Context: an optimization exercise on an open-source flow, tuned for small area and a short achievable clock period. The choices shown serve that exercise and are no tape-out recipe.
Function was not checked in any run shown here: the RTL went through the layout flow alone.
No activity file was given, so power comes from the tool's default toggle rates.

<file path="config.mk">
export PLATFORM = sky130hd
export DESIGN_NAME = csr_unit
export DESIGN_NICKNAME = csr_unit
export VERILOG_FILES = /design/flow/design.v
export SDC_FILE = /design/flow/constraint.sdc
export NUM_CORES = 4
export LEC_CHECK = 0
export CAP_MARGIN = 20
export CORE_MARGIN = 2
export CORE_UTILIZATION = 40
export SETUP_SLACK_MARGIN = 0.2
export SLEW_MARGIN = 20
</file>
<file path="constraint.sdc">
create_clock -name core_clock -period 5.0 [get_ports {clk}]
set_input_delay 1.0000 -clock core_clock [delete_from_list [all_inputs] [get_ports {clk}]]
set_output_delay 1.0000 -clock core_clock [all_outputs]
set_load 0.01 [all_outputs]
</file>
<file path="design.v">
module csr_unit (
  input  logic        clk,
  input  logic        rst_n,
  input  logic        req_valid,
  output logic        req_ready,
  input  logic [1:0]  req_op,
  input  logic [11:0] req_addr,
  input  logic [31:0] req_wdata,
  output logic        rsp_valid,
  output logic [31:0] rsp_rdata,
  output logic        rsp_illegal,
  input  logic [1:0]  evt_kind,
  input  logic [3:0]  evt_cause,
  input  logic [31:0] evt_pc,
  input  logic [31:0] evt_tval,
  output logic        redirect_valid,
  output logic [31:0] redirect_pc,
  output logic [1:0]  priv,
  output logic        machine_interrupt
);
  localparam logic [31:0] MISA = 32'h4014_0100;
  logic [31:0] mstatus, mie, mip;
  logic [31:0] medeleg_r, mtvec_r, mscratch_r, mepc_r, mcause_r, mtval_r;
  logic [31:0] stvec_r, sscratch_r, sepc_r, scause_r, stval_r;
  logic        v_medeleg, v_mtvec, v_mscratch, v_mepc, v_mcause, v_mtval;
  logic        v_stvec, v_sscratch, v_sepc, v_scause, v_stval;
  logic [31:0] medeleg, mtvec, mscratch, mepc, mcause, mtval;
  logic [31:0] stvec, sscratch, sepc, scause, stval;
  assign medeleg  = medeleg_r  & {32{v_medeleg}};
  assign mtvec    = mtvec_r    & {32{v_mtvec}};
  assign mscratch = mscratch_r & {32{v_mscratch}};
  assign mepc     = mepc_r     & {32{v_mepc}};
  assign mcause   = mcause_r   & {32{v_mcause}};
  assign mtval    = mtval_r    & {32{v_mtval}};
  assign stvec    = stvec_r    & {32{v_stvec}};
  assign sscratch = sscratch_r & {32{v_sscratch}};
  assign sepc     = sepc_r     & {32{v_sepc}};
  assign scause   = scause_r   & {32{v_scause}};
  assign stval    = stval_r    & {32{v_stval}};
  logic [1:0]  priv_q;
  logic [31:0] rdata_q;
  logic        illegal_q;
  assign priv = priv_q;
  logic [5:0] pend;    
  logic [3:0] icause;
  assign pend = {mip[11] & mie[11], mip[3] & mie[3], mip[7] & mie[7],
                 mip[9] & mie[9], mip[1] & mie[1], mip[5] & mie[5]};
  always_comb begin
    if      (pend[5]) icause = 4'd11;
    else if (pend[4]) icause = 4'd3;
    else if (pend[3]) icause = 4'd7;
    else if (pend[2]) icause = 4'd9;
    else if (pend[1]) icause = 4'd1;
    else              icause = 4'd5;
  end
  logic mint_q;
  assign machine_interrupt = mint_q;
  logic exc, mret, sret, irq, trap, to_s, ent_s, ent_m;
  assign exc   = (evt_kind == 2'd1);
  assign mret  = (evt_kind == 2'd2);
  assign sret  = (evt_kind == 2'd3);
  assign irq   = (evt_kind == 2'd0) && machine_interrupt;
  assign trap  = (evt_kind != 2'd0) || machine_interrupt;
  assign to_s  = exc && (priv_q != 2'b11) && medeleg[evt_cause];
  assign ent_s = to_s;
  assign ent_m = (exc && !to_s) || irq;
  logic ok_s, ok_m;
  logic s_sstatus, s_sie, s_stvec, s_sscratch, s_sepc, s_scause, s_stval, s_sip;
  logic s_mstatus, s_misa, s_medeleg, s_mie, s_mtvec, s_mscratch, s_mepc, s_mcause, s_mtval, s_mip;
  logic legal, xfer;
  assign ok_s = (priv_q != 2'b00);
  assign ok_m = (priv_q == 2'b11);
  assign s_sstatus  = ok_s && (req_addr == 12'h100);
  assign s_sie      = ok_s && (req_addr == 12'h104);
  assign s_stvec    = ok_s && (req_addr == 12'h105);
  assign s_sscratch = ok_s && (req_addr == 12'h140);
  assign s_sepc     = ok_s && (req_addr == 12'h141);
  assign s_scause   = ok_s && (req_addr == 12'h142);
  assign s_stval    = ok_s && (req_addr == 12'h143);
  assign s_sip      = ok_s && (req_addr == 12'h144);
  assign s_mstatus  = ok_m && (req_addr == 12'h300);
  assign s_misa     = ok_m && (req_addr == 12'h301);
  assign s_medeleg  = ok_m && (req_addr == 12'h302);
  assign s_mie      = ok_m && (req_addr == 12'h304);
  assign s_mtvec    = ok_m && (req_addr == 12'h305);
  assign s_mscratch = ok_m && (req_addr == 12'h340);
  assign s_mepc     = ok_m && (req_addr == 12'h341);
  assign s_mcause   = ok_m && (req_addr == 12'h342);
  assign s_mtval    = ok_m && (req_addr == 12'h343);
  assign s_mip      = ok_m && (req_addr == 12'h344);
  assign legal = s_sstatus | s_sie | s_stvec | s_sscratch | s_sepc | s_scause | s_stval | s_sip |
                 s_mstatus | s_misa | s_medeleg | s_mie | s_mtvec | s_mscratch | s_mepc |
                 s_mcause | s_mtval | s_mip;
  assign req_ready = !trap;
  assign xfer      = req_valid && !trap;
  logic [31:0] rdata;
  assign rdata = ({32{s_sstatus}}  & (mstatus & 32'h0000_0122)) |
                 ({32{s_sie}}      & (mie & 32'h0000_0222)) |
                 ({32{s_stvec}}    & stvec) |
                 ({32{s_sscratch}} & sscratch) |
                 ({32{s_sepc}}     & sepc) |
                 ({32{s_scause}}   & scause) |
                 ({32{s_stval}}    & stval) |
                 ({32{s_sip}}      & (mip & 32'h0000_0222)) |
                 ({32{s_mstatus}}  & mstatus) |
                 ({32{s_misa}}     & MISA) |
                 ({32{s_medeleg}}  & medeleg) |
                 ({32{s_mie}}      & mie) |
                 ({32{s_mtvec}}    & mtvec) |
                 ({32{s_mscratch}} & mscratch) |
                 ({32{s_mepc}}     & mepc) |
                 ({32{s_mcause}}   & mcause) |
                 ({32{s_mtval}}    & mtval) |
                 ({32{s_mip}}      & mip);
  logic [31:0] keep, set, nv;
  assign keep = {32{req_op[0]}} | ({32{req_op[1]}} & ~req_wdata);
  assign set  = {32{!req_op[1]}} & req_wdata;
  assign nv   = (rdata & keep) | set;
  logic w_sstatus, w_sie, w_stvec, w_sscratch, w_sepc, w_scause, w_stval, w_sip;
  logic w_mstatus, w_medeleg, w_mie, w_mtvec, w_mscratch, w_mepc, w_mcause, w_mtval, w_mip;
  assign w_sstatus  = xfer && s_sstatus;
  assign w_sie      = xfer && s_sie;
  assign w_stvec    = xfer && s_stvec;
  assign w_sscratch = xfer && s_sscratch;
  assign w_sepc     = xfer && s_sepc;
  assign w_scause   = xfer && s_scause;
  assign w_stval    = xfer && s_stval;
  assign w_sip      = xfer && s_sip;
  assign w_mstatus  = xfer && s_mstatus;
  assign w_medeleg  = xfer && s_medeleg;
  assign w_mie      = xfer && s_mie;
  assign w_mtvec    = xfer && s_mtvec;
  assign w_mscratch = xfer && s_mscratch;
  assign w_mepc     = xfer && s_mepc;
  assign w_mcause   = xfer && s_mcause;
  assign w_mtval    = xfer && s_mtval;
  assign w_mip      = xfer && s_mip;
  logic [31:0] mstatus_n;
  always_comb begin
    mstatus_n = mstatus;
    if (ent_s) begin
      mstatus_n[8] = priv_q[0];
      mstatus_n[5] = mstatus[1];
      mstatus_n[1] = 1'b0;
    end else if (ent_m) begin
      mstatus_n[12:11] = priv_q;
      mstatus_n[7]     = mstatus[3];
      mstatus_n[3]     = 1'b0;
    end else if (mret) begin
      mstatus_n[3]     = mstatus[7];
      mstatus_n[7]     = 1'b1;
      mstatus_n[12:11] = 2'b00;
    end else if (sret) begin
      mstatus_n[1] = mstatus[5];
      mstatus_n[5] = 1'b1;
      mstatus_n[8] = 1'b0;
    end else if (w_mstatus) begin
      mstatus_n = nv;
      if (nv[12:11] == 2'b10) mstatus_n[12:11] = 2'b00;
    end else if (w_sstatus) begin
      mstatus_n[1] = nv[1];
      mstatus_n[5] = nv[5];
      mstatus_n[8] = nv[8];
    end
  end
  logic [1:0] priv_n;
  always_comb begin
    priv_n = priv_q;
    if (ent_s)     priv_n = 2'b01;
    else if (ent_m) priv_n = 2'b11;
    else if (mret) priv_n = mstatus[12:11];
    else if (sret) priv_n = {1'b0, mstatus[8]};
  end
  logic [31:0] mie_n, mip_n;
  always_comb begin
    mie_n = mie;
    if (w_mie)      mie_n = nv;
    else if (w_sie) mie_n = (mie & ~32'h0000_0222) | (nv & 32'h0000_0222);
    mip_n = mip;
    if (w_mip)      mip_n = nv;
    else if (w_sip) mip_n = (mip & ~32'h0000_0222) | (nv & 32'h0000_0222);
  end
  logic [31:0] pend_n;
  logic        mint_n;
  assign pend_n = mip_n & mie_n & 32'h0000_0aaa;
  assign mint_n = (|pend_n) && ((priv_n != 2'b11) || mstatus_n[3]);
  always_ff @(posedge clk or negedge rst_n) begin
    if (!rst_n) begin
      mstatus <= '0;
      priv_q  <= 2'b11;
      mint_q  <= 1'b0;
    end else begin
      mstatus <= mstatus_n;
      priv_q  <= priv_n;
      mint_q  <= mint_n;
    end
  end
  always_ff @(posedge clk or negedge rst_n) begin
    if (!rst_n) begin
      mie <= '0;
      mip <= '0;
    end else begin
      mie <= mie_n;
      mip <= mip_n;
    end
  end
  always_ff @(posedge clk or negedge rst_n) begin
    if (!rst_n) begin
      v_medeleg  <= 1'b0;
      v_mtvec    <= 1'b0;
      v_mscratch <= 1'b0;
      v_mepc     <= 1'b0;
      v_mcause   <= 1'b0;
      v_mtval    <= 1'b0;
      v_stvec    <= 1'b0;
      v_sscratch <= 1'b0;
      v_sepc     <= 1'b0;
      v_scause   <= 1'b0;
      v_stval    <= 1'b0;
    end else begin
      if (w_medeleg)           v_medeleg  <= 1'b1;
      if (w_mtvec)             v_mtvec    <= 1'b1;
      if (w_mscratch)          v_mscratch <= 1'b1;
      if (ent_m || w_mepc)     v_mepc     <= 1'b1;
      if (ent_m || w_mcause)   v_mcause   <= 1'b1;
      if (ent_m || w_mtval)    v_mtval    <= 1'b1;
      if (w_stvec)             v_stvec    <= 1'b1;
      if (w_sscratch)          v_sscratch <= 1'b1;
      if (ent_s || w_sepc)     v_sepc     <= 1'b1;
      if (ent_s || w_scause)   v_scause   <= 1'b1;
      if (ent_s || w_stval)    v_stval    <= 1'b1;
    end
  end
  always_ff @(posedge clk) begin
    if (w_medeleg)  medeleg_r  <= nv;
    if (w_mtvec)    mtvec_r    <= nv;
    if (w_mscratch) mscratch_r <= nv;
    if (w_stvec)    stvec_r    <= nv;
    if (w_sscratch) sscratch_r <= nv;
    if (ent_m) begin
      mepc_r   <= evt_pc;
      mcause_r <= evt_kind[0] ? {28'd0, evt_cause} : {1'b1, 27'd0, icause};
      mtval_r  <= evt_kind[0] ? evt_tval : 32'd0;
    end else begin
      if (w_mepc)   mepc_r   <= nv;
      if (w_mcause) mcause_r <= nv;
      if (w_mtval)  mtval_r  <= nv;
    end
    if (ent_s) begin
      sepc_r   <= evt_pc;
      scause_r <= {28'd0, evt_cause};
      stval_r  <= evt_tval;
    end else begin
      if (w_sepc)   sepc_r   <= nv;
      if (w_scause) scause_r <= nv;
      if (w_stval)  stval_r  <= nv;
    end
  end
  always_ff @(posedge clk or negedge rst_n) begin
    if (!rst_n) begin
      rsp_valid      <= 1'b0;
      redirect_valid <= 1'b0;
    end else begin
      rsp_valid      <= xfer;
      redirect_valid <= trap;
    end
  end
  always_ff @(posedge clk) begin
    rdata_q   <= rdata;
    illegal_q <= !legal;
    redirect_pc <= target;
  end
  assign rsp_rdata   = rdata_q;
  assign rsp_illegal = illegal_q;
  logic [31:0] tbase, target;
  assign tbase = ent_s ? {stvec[31:2], 2'b00} : {mtvec[31:2], 2'b00};
  always_comb begin
    if (ent_s || (ent_m && !(irq && mtvec[0]))) target = tbase;
    else if (ent_m) target = tbase + {26'd0, icause, 2'b00};
    else if (mret)  target = mepc;
    else            target = sepc;
  end
endmodule
</file>
<file path="run.sh">
#!/bin/bash
# synth_recipe.tcl (not shown) runs the flow's synth.tcl, then flattens the netlist and writes it again
# the make line also repeats each setting of config.mk as NAME=value (left out here)
make -C /OpenROAD-flow-scripts/flow DESIGN_CONFIG=/design/flow/config.mk WORK_HOME=/design/flow/orfs CLKGATE_MAP_FILE= SYNTH_SCRIPT=/design/flow/synth_recipe.tcl finish
</file>
==> results.sh, run 1 <==
export IMPL_status="no timing/DRC/antenna violations"
export IMPL_synth_top_area_share=0.389
export IMPL_r2r_end="redirect_pc[15]$_DFF_P_"
export IMPL_cts_tree="yes"
export IMPL_period_minus_slack_ns=4.66
export IMPL_synth_warnings=1
export IMPL_dp_cells=3565
export IMPL_dieArea_sq_um=64600
export IMPL_finalPower_mw=10.1
export IMPL_drive_gt1_frac=0.166
export IMPL_synth_top_cell_by_area="edfxtp_1"
export IMPL_cp_arrival_ns=5.20
export IMPL_vias_per_cell=6.46
export IMPL_crit_path_end_kind="register"
export IMPL_critPathBufInv=3
export IMPL_grt_pass1_wl_um=167000
export IMPL_nFillCells=5569
export IMPL_synth_async_reset_ratio=0.212
export IMPL_synth_seq_cells=529
export IMPL_clkSlewWorstSetupHoldPaths_ns=0.07
export IMPL_grt_pass1_vias=21800
export IMPL_dpl_worst_slack_ns=-0.189
export IMPL_ys_seq_area_frac=0.575
export IMPL_first_pass_iters=10
export IMPL_slew_headroom=0.154
export IMPL_r2r_start="medeleg_r[15]$_DFFE_PP_"
export IMPL_fin_nets=2910
export IMPL_syn_area_per_cell_sq_um=10.3
export IMPL_cts_hold_fix_buffers=0
export IMPL_period_share=0.931
export IMPL_drc=0
export IMPL_required_ns=5.54
export IMPL_tightest_slew_ns=1.26
export IMPL_syn_to_final_growth_pct=27.1
export IMPL_detail_route_iter0_violations=3754
export IMPL_slew_violations=0
export IMPL_fin_skew_ns=0.0355
export IMPL_dp_hpwl_um=87700
export IMPL_die_w_um=254
export IMPL_synth_edff_count=324
export IMPL_powerDensity_nw_per_um2=316
export IMPL_setup_slack_ns=0.344
export IMPL_core_area_sq_um=61800
export IMPL_cts_resized=0
export IMPL_h_tree_depth=2
export IMPL_initial_core_util=0.405
export IMPL_finalHoldViolations=0
export IMPL_rsz0062_at_grt="false"
export IMPL_ys_top_cells_by_area="edfxtp_1 (39%), dfrtp_1 (11%), dfxtp_1 (7.4%)"
export IMPL_synth_cell_type_count=98
export IMPL_port_buffers=189
export IMPL_clk_path_buf_depth=3
export IMPL_die_height_um=254
export IMPL_globalplace_congestion=1.02
export IMPL_setup_tns_ns=0
export IMPL_min_path_type="in2async"
export IMPL_ctsRootBufferMaster="clkbuf_16"
export IMPL_num_io_pins=190
export IMPL_finalSetupViolCount=0
export IMPL_finish_instance_area_sq_um=31800
export IMPL_wirelength_um=121000
export IMPL_max_freq_mhz=215
export IMPL_synth_cells_most_frequent="edfxtp_1 (324), nor2_1 (305), a21oi_1 (241)"
export IMPL_grt_overflow_total=0
export IMPL_placed_area_sq_um=30000
export IMPL_grt_max_degree=59
export IMPL_insertion_delay_ns=0.66
export IMPL_path_cells="clkdlybuf4s50_1 -> or4b_1 -> nor2_1 -> buf_4 -> and3_1 -> a22oi_1 -> a41o_1 -> and2_1 -> inv_1 -> mux2i_1 -> a31oi_1"
export IMPL_avgRoutedWirePerCell_um=32.9
export IMPL_antenna_left=0
export IMPL_rows=91
export IMPL_fin_cells=3678
export IMPL_crit_type="in2reg"
export IMPL_crit_path_start_kind="input port"
export IMPL_numCtsBuffers=57
export IMPL_max_stage_delay_ns=0.68
export IMPL_timing_max_cap_violations=0
export IMPL_synth_nets=2560
export IMPL_multi_input_area_sq_um=9710
export IMPL_critPathSlowestCell="clkdlybuf4s50_1"
export IMPL_vias=23742
export IMPL_postCtsSetupBuffers=0
export IMPL_regArea_sq_um=14400
export IMPL_r2r_setup_slack_ns=0.86
export IMPL_r2r_worst_path_cells=15
export IMPL_globalRouteTotalUtil=0.370
export IMPL_synth_area_sq_um=25000
export IMPL_p_leak_nw=12.3
export IMPL_cpLargestDelayFamily="simple AND/OR/NAND/NOR gates"
export IMPL_ir_worst_vdd_v=0.000334
export IMPL_synthCells=2437
export IMPL_cts_sinks=529
export IMPL_cp_max_fo=9
export IMPL_synth_main_ff_cell="edfxtp_1"
export IMPL_antenna_found_initial=12
export IMPL_yosysMostFrequentCell="edfxtp_1"
-- worst register-to-register path: cells and delay by family, from the launching register on --
kind                     cells  cell delay, ns
AO/OA/AOI/OAI                6            1.33
multiplexers                 1            0.54
flip-flops                   1            0.54
adder cells (fa/ha/maj)      1            0.29
buffers and inverters        2            0.27
AND/OR/NAND/NOR              5            1.04
-- cell usage in the layout (no fill, tap or decap), drive strengths merged, types with 10 or more instances in the layout --
cell type / n
o21ai: 114
clkdlybuf4s50: 187
or3: 11
nor4: 28
mux2: 10
clkinv: 21
a22oi: 65
a222oi: 14
a32oi: 41
a221oi: 17
clkbuf: 76
o22ai: 27
inv: 100
dfrtp: 110
a22o: 10
a2bb2oi: 21
a31oi: 24
nand3: 92
dfxtp: 93
nand4: 35
buf: 288
edfxtp: 324
a2111oi: 11
a211oi: 28
a32o: 12
and3: 33
nor3: 43
or2: 13
a21oi: 242
mux2i: 36
and2: 16
a221o: 13
nand2: 215
nor2: 306
o211ai: 12
-- per-stage QoR --
step           utilization  hold slack (ns)
2_1_floorplan            -            0.432
3_3_place_gp         0.485            0.457
3_5_place_dp         0.485            0.470
4_1_cts              0.514            0.398
5_1_grt              0.514            0.432
6_report             0.515            0.391
-- area by class of cell --
cell class,count,area share
diodes,6,0.000472
clock buffers,76,0.0477
clock inverters,31,0.00960
inverters,99,0.0117
multi-input cells,1625,0.305
flip-flops and latches,529,0.453
well taps,837,0.0329
repair buffers,475,0.140
-- where the power goes --
part           switching [mW]  internal (mW)  leakage, nW
combinational           0.619          0.373         6.21
sequential             0.0589           4.76         5.25
clock                    1.89           2.35        0.880
-- cell families after synthesis --
group           count (synthesis)  share of synthesized area
mux                            47                     0.0198
fa+ha+maj                       6                    0.00310
compound gates                735                      0.200
simple gates                  834                      0.156
buf+inv                       283                     0.0459
flops                         529                      0.575
xor+xnor                        3                    0.00105
-- worst max path at each step --
stage / cells after the start / slack (ns) / endpoint / start
6_report: 11 / 0.34 / mstatus[7]$_DFFE_PN0P_ / req_addr[6]
5_1_grt: 17 / 0.21 / redirect_pc[15]$_DFF_P_ / evt_cause[0]
4_1_cts: 16 / 0.44 / redirect_pc[15]$_DFF_P_ / evt_cause[0]
3_5_place_dp: 16 / -0.19 / redirect_pc[15]$_DFF_P_ / evt_cause[0]
3_3_place_gp: 16 / -0.12 / redirect_pc[15]$_DFF_P_ / evt_cause[0]
2_1_floorplan: 6 / 0.06 / mtval_r[0]$_DFFE_PP_ / evt_kind[0]
-- per-layer routing --
metal	global-route usage	wire length, um	part of all wire	vias up
met5	0	72	0.00060	-
met4	0.126	4350	0.036	12
met3	0.113	17400	0.14	268
met2	0.540	51100	0.42	1871
met1	0.524	48000	0.40	11733
li1	-	-	-	9858
==> run 2, diff against run 1 <==
--- a/design.v
+++ b/design.v
@@ -272,12 +272,18 @@
   end
   assign rsp_rdata   = rdata_q;
   assign rsp_illegal = illegal_q;
-  logic [31:0] tbase, target;
-  assign tbase = ent_s ? {stvec[31:2], 2'b00} : {mtvec[31:2], 2'b00};
-  always_comb begin
-    if (ent_s || (ent_m && !(irq && mtvec[0]))) target = tbase;
-    else if (ent_m) target = tbase + {26'd0, icause, 2'b00};
-    else if (mret)  target = mepc;
-    else            target = sepc;
-  end
+  logic [29:0] vt;
+  logic        t_m, t_v, t_s, t_me, t_se;
+  logic [31:0] target;
+  assign vt   = mtvec[31:2] + {26'd0, icause};
+  assign t_v  = (evt_kind == 2'd0) && mtvec[0];
+  assign t_m  = ((evt_kind == 2'd0) && !mtvec[0]) || (exc && !to_s);
+  assign t_s  = exc && to_s;
+  assign t_me = mret;
+  assign t_se = sret;
+  assign target = ({32{t_m}}  & {mtvec[31:2], 2'b00}) |
+                  ({32{t_v}}  & {vt, 2'b00}) |
+                  ({32{t_s}}  & {stvec[31:2], 2'b00}) |
+                  ({32{t_me}} & mepc) |
+                  ({32{t_se}} & sepc);
 endmodule
--- a/config.mk
+++ b/config.mk
@@ -8,5 +8,5 @@
 export CAP_MARGIN = 20
 export CORE_MARGIN = 2
 export CORE_UTILIZATION = 40
-export SETUP_SLACK_MARGIN = 0.2
+export SETUP_SLACK_MARGIN = 2.5
 export SLEW_MARGIN = 20
==> results.sh, run 2 <==
export IMPL_status="no timing/DRC/antenna violations"
export IMPL_r2r_worst_path_cells=10
export IMPL_antenna_left=0
export IMPL_ir_worst_vdd_v=0.000280
export IMPL_synth_top_area_share=0.393
export IMPL_whs_ns=0.184
export IMPL_synth_edff_count=324
export IMPL_layout_commonest_cell="edfxtp_1"
export IMPL_postLayoutCoreUtil=0.666
export IMPL_h_tree_depth=2
export IMPL_synth_main_ff_cell="edfxtp_1"
export IMPL_cts_sinks=529
export IMPL_crit_type="reg2reg"
export IMPL_syn_to_final_growth_pct=65.1
export IMPL_yosysMostFrequentCell="edfxtp_1"
export IMPL_ctsRootBufferMaster="clkbuf_16"
export IMPL_initial_core_util=0.403
export IMPL_path_cells="buf_12 -> nand2_1 -> nor2_2 -> nor4b_2 -> buf_4 -> nand4_1 -> nor2_2 -> xnor2_1 -> o221ai_1 -> buf_4"
export IMPL_synth_cells_most_frequent="edfxtp_1 (324), nor2_1 (276), nand2_1 (213)"
export IMPL_cts_tree="yes"
export IMPL_crit_path_end_kind="register"
export IMPL_synth_warnings=1
export IMPL_clk_path_buf_depth=3
export IMPL_grt_pass1_wl_um=188000
export IMPL_min_path_type="in2async"
export IMPL_grt_overflow_total=0
export IMPL_tightest_slew_ns=1.26
export IMPL_rsz0062_at_grt="true"
export IMPL_slew_headroom=0.149
export IMPL_fin_skew_ns=0.0290
export IMPL_dp_hpwl_um=80600
export IMPL_synth_nets=2444
export IMPL_period_share=0.683
export IMPL_max_stage_delay_ns=0.55
export IMPL_setup_tns_ns=0
export IMPL_synth_area_sq_um=24700
export IMPL_cpLargestDelayFamily="simple AND/OR/NAND/NOR gates"
export IMPL_cp_max_fo=21
export IMPL_insertion_delay_ns=0.65
export IMPL_port_buffers=189
export IMPL_path_depth=10
export IMPL_vias_per_cell=6.91
export IMPL_grt_max_degree=106
export IMPL_syn_area_per_cell_sq_um=10.7
export IMPL_drc=0
export IMPL_rows=91
export IMPL_dieArea_sq_um=63900
export IMPL_drive_gt1_frac=0.459
export IMPL_numCtsBuffers=56
export IMPL_finalHoldViolations=0
export IMPL_synth_seq_cells=529
export IMPL_antenna_found_initial=15
export IMPL_die_height_um=253
export IMPL_slew_violations=0
export IMPL_timing_max_cap_violations=0
export IMPL_wirelength_um=143000
export IMPL_ys_seq_area_frac=0.582
export IMPL_finalSetupViolCount=0
export IMPL_dp_cells=3314
export IMPL_cp_arrival_ns=3.94
export IMPL_synth_async_reset_ratio=0.212
export IMPL_synth_cell_type_count=95
export IMPL_core_area_sq_um=61400
export IMPL_vias=27255
export IMPL_fin_nets=3221
export IMPL_synth_top_cell_by_area="edfxtp_1"
export IMPL_die_w_um=253
export IMPL_synthCells=2321
export IMPL_powerDensity_nw_per_um2=259
export IMPL_first_pass_iters=9
export IMPL_finish_instance_area_sq_um=40800
export IMPL_fin_cells=3946
export IMPL_mostFrequentLayoutCells="edfxtp_1 (324), buf_4 (296), buf_6 (236), nor2_1 (225), nand2_1 (179)"
export IMPL_num_io_pins=190
export IMPL_avgRoutedWirePerCell_um=36.3
export IMPL_globalRouteTotalUtil=0.423
export IMPL_grt_pass1_vias=24634
export IMPL_critPathSlowestCell="dfrtp_2"
export IMPL_cts_hold_fix_buffers=0
export IMPL_p_leak_nw=16.7
export IMPL_placed_area_sq_um=29000
export IMPL_crit_path_start_kind="register"
export IMPL_ys_top_cells_by_area="edfxtp_1 (39%), dfrtp_1 (11%), dfxtp_1 (7.5%)"
export IMPL_critPathBufInv=3
export IMPL_max_freq_mhz=293
export IMPL_period_minus_slack_ns=3.42
export IMPL_globalplace_congestion=1.03
export IMPL_clkSlewWorstSetupHoldPaths_ns=0.07
export IMPL_detail_route_iter0_violations=4407
export IMPL_required_ns=5.52
## run 2: cell types whose count changed after synthesis, sizes merged, moves of 18 or more
cell | before | now
o21ai | 114 | 132
mux2 | 10 | 29
nor2 | 306 | 278
a21oi | 242 | 201
mux2i | 36 | 7
## run 2: where the power goes
part           switching (mW)  leakage [nW]  total (mW)  internal [mW]
combinational           0.708          10.5        1.29          0.578
sequential             0.0438          5.26        4.76           4.72
clock                    1.90         0.968        4.51           2.61
total                    2.65          16.7        10.6           7.91
## run 2: cells by family after synthesis
group                      count (synthesis)  share of synthesized area
adders and majority gates                  5                    0.00273
buffers and inverters                    265                     0.0436
and+or+nand+nor                          795                      0.158
muxes                                     40                     0.0197
AOI/OAI and AO/OA                        677                      0.191
xor gates and xnor gates                  10                    0.00354
DFF                                      529                      0.582
## run 2: through the flow
step,power (mW),setup slack [ns]
after floorplan,5.15,1.80
after global placement,5.59,0.184
after detailed placement,5.60,0.228
after CTS,10.4,1.93
after global routing,10.7,1.76
final,10.6,1.58
## run 2: worst paths after layout
path,from,end,slack [ns]
max,v_mtvec$_DFFE_PN0P_,redirect_pc[25]$_DFF_P_,1.58
min,rst_n,mie[12]$_DFFE_PN0P_,0.18
max reg2reg,v_mtvec$_DFFE_PN0P_,redirect_pc[25]$_DFF_P_,1.58
min reg2reg,mstatus[14]$_DFFE_PN0P_,mstatus[14]$_DFFE_PN0P_,0.49
max in group asynchronous,rst_n,v_mtvec$_DFFE_PN0P_,3.81
min in group core_clock,mstatus[14]$_DFFE_PN0P_,mstatus[14]$_DFFE_PN0P_,0.49
## run 2: area by class of cell
class | instances | area [sq um]
well taps | 790 | 988
diodes | 10 | 25.0
clock inverters | 27 | 335
flip-flops and latches | 529 | 14400
clock buffers | 79 | 1640
inverters | 92 | 395
multi-input cells | 1542 | 12800
repair buffers | 877 | 10300
fillers | 4293 | 20500
## run 2: repair_timing
item	CTS	global route
setup endpoints to repair	869	806
pin swaps	263	193
setup buffers	330	130
gates resized for setup	926	390
endpoints found under the hold margin	0	0
cloned	52	4
## run 2: worst reg2reg max path, stage by stage (launching register included)
cell and delay (ns):
dfrtp_2 0.55, buf_12 0.24, nand2_1 0.36, nor2_2 0.39
nor4b_2 0.43, buf_4 0.20, nand4_1 0.29, nor2_2 0.24
xnor2_1 0.17, o221ai_1 0.19, buf_4 0.23
## run 2: per-layer routing
metal | routed length [um] | vias to the layer above | part of all wire | track usage
met3 | 24800 | 831 | 0.17 | 0.191
met5 | 186 | - | 0.0013 | 0.00463
met2 | 57000 | 2805 | 0.40 | 0.589
li1 | - | 10377 | - | -
met4 | 12600 | 16 | 0.088 | 0.259
met1 | 48800 | 13226 | 0.34 | 0.534

==> re-timing with driven ports <==
The results above use ideal ports. As a check the final layouts listed here were re-extracted and re-timed, cells and wires unchanged.
Step 1: set_driving_cell puts a clkbuf_16 on clk and a buf_2 on each other input, an assumption about the parent block.
Step 2, shift: input delay + t, output delay - t, t = (earliest + latest rising clock arrival at the registers) / 2. This alone moves slack from input paths to output paths.
Slacks: ideal / step 1 / step 2; pairs: ideal / step 1.
run | t, ns | slack for setup (ns) | worst hold slack (ns)
run 1 | 0.698 | 0.344 / 0.376 / -0.322 | 0.391 / 0.358 / 0.483
run 2 | 0.704 | 1.585 / 1.585 / 1.047 | 0.184 / 0.143 / 0.487
With both steps, setup timing fails in run 1, where it was met with ideal ports. For run 1, which loses most, drivers alone change the setup slack by +0.032 ns; drivers and shift together by -0.666 ns.
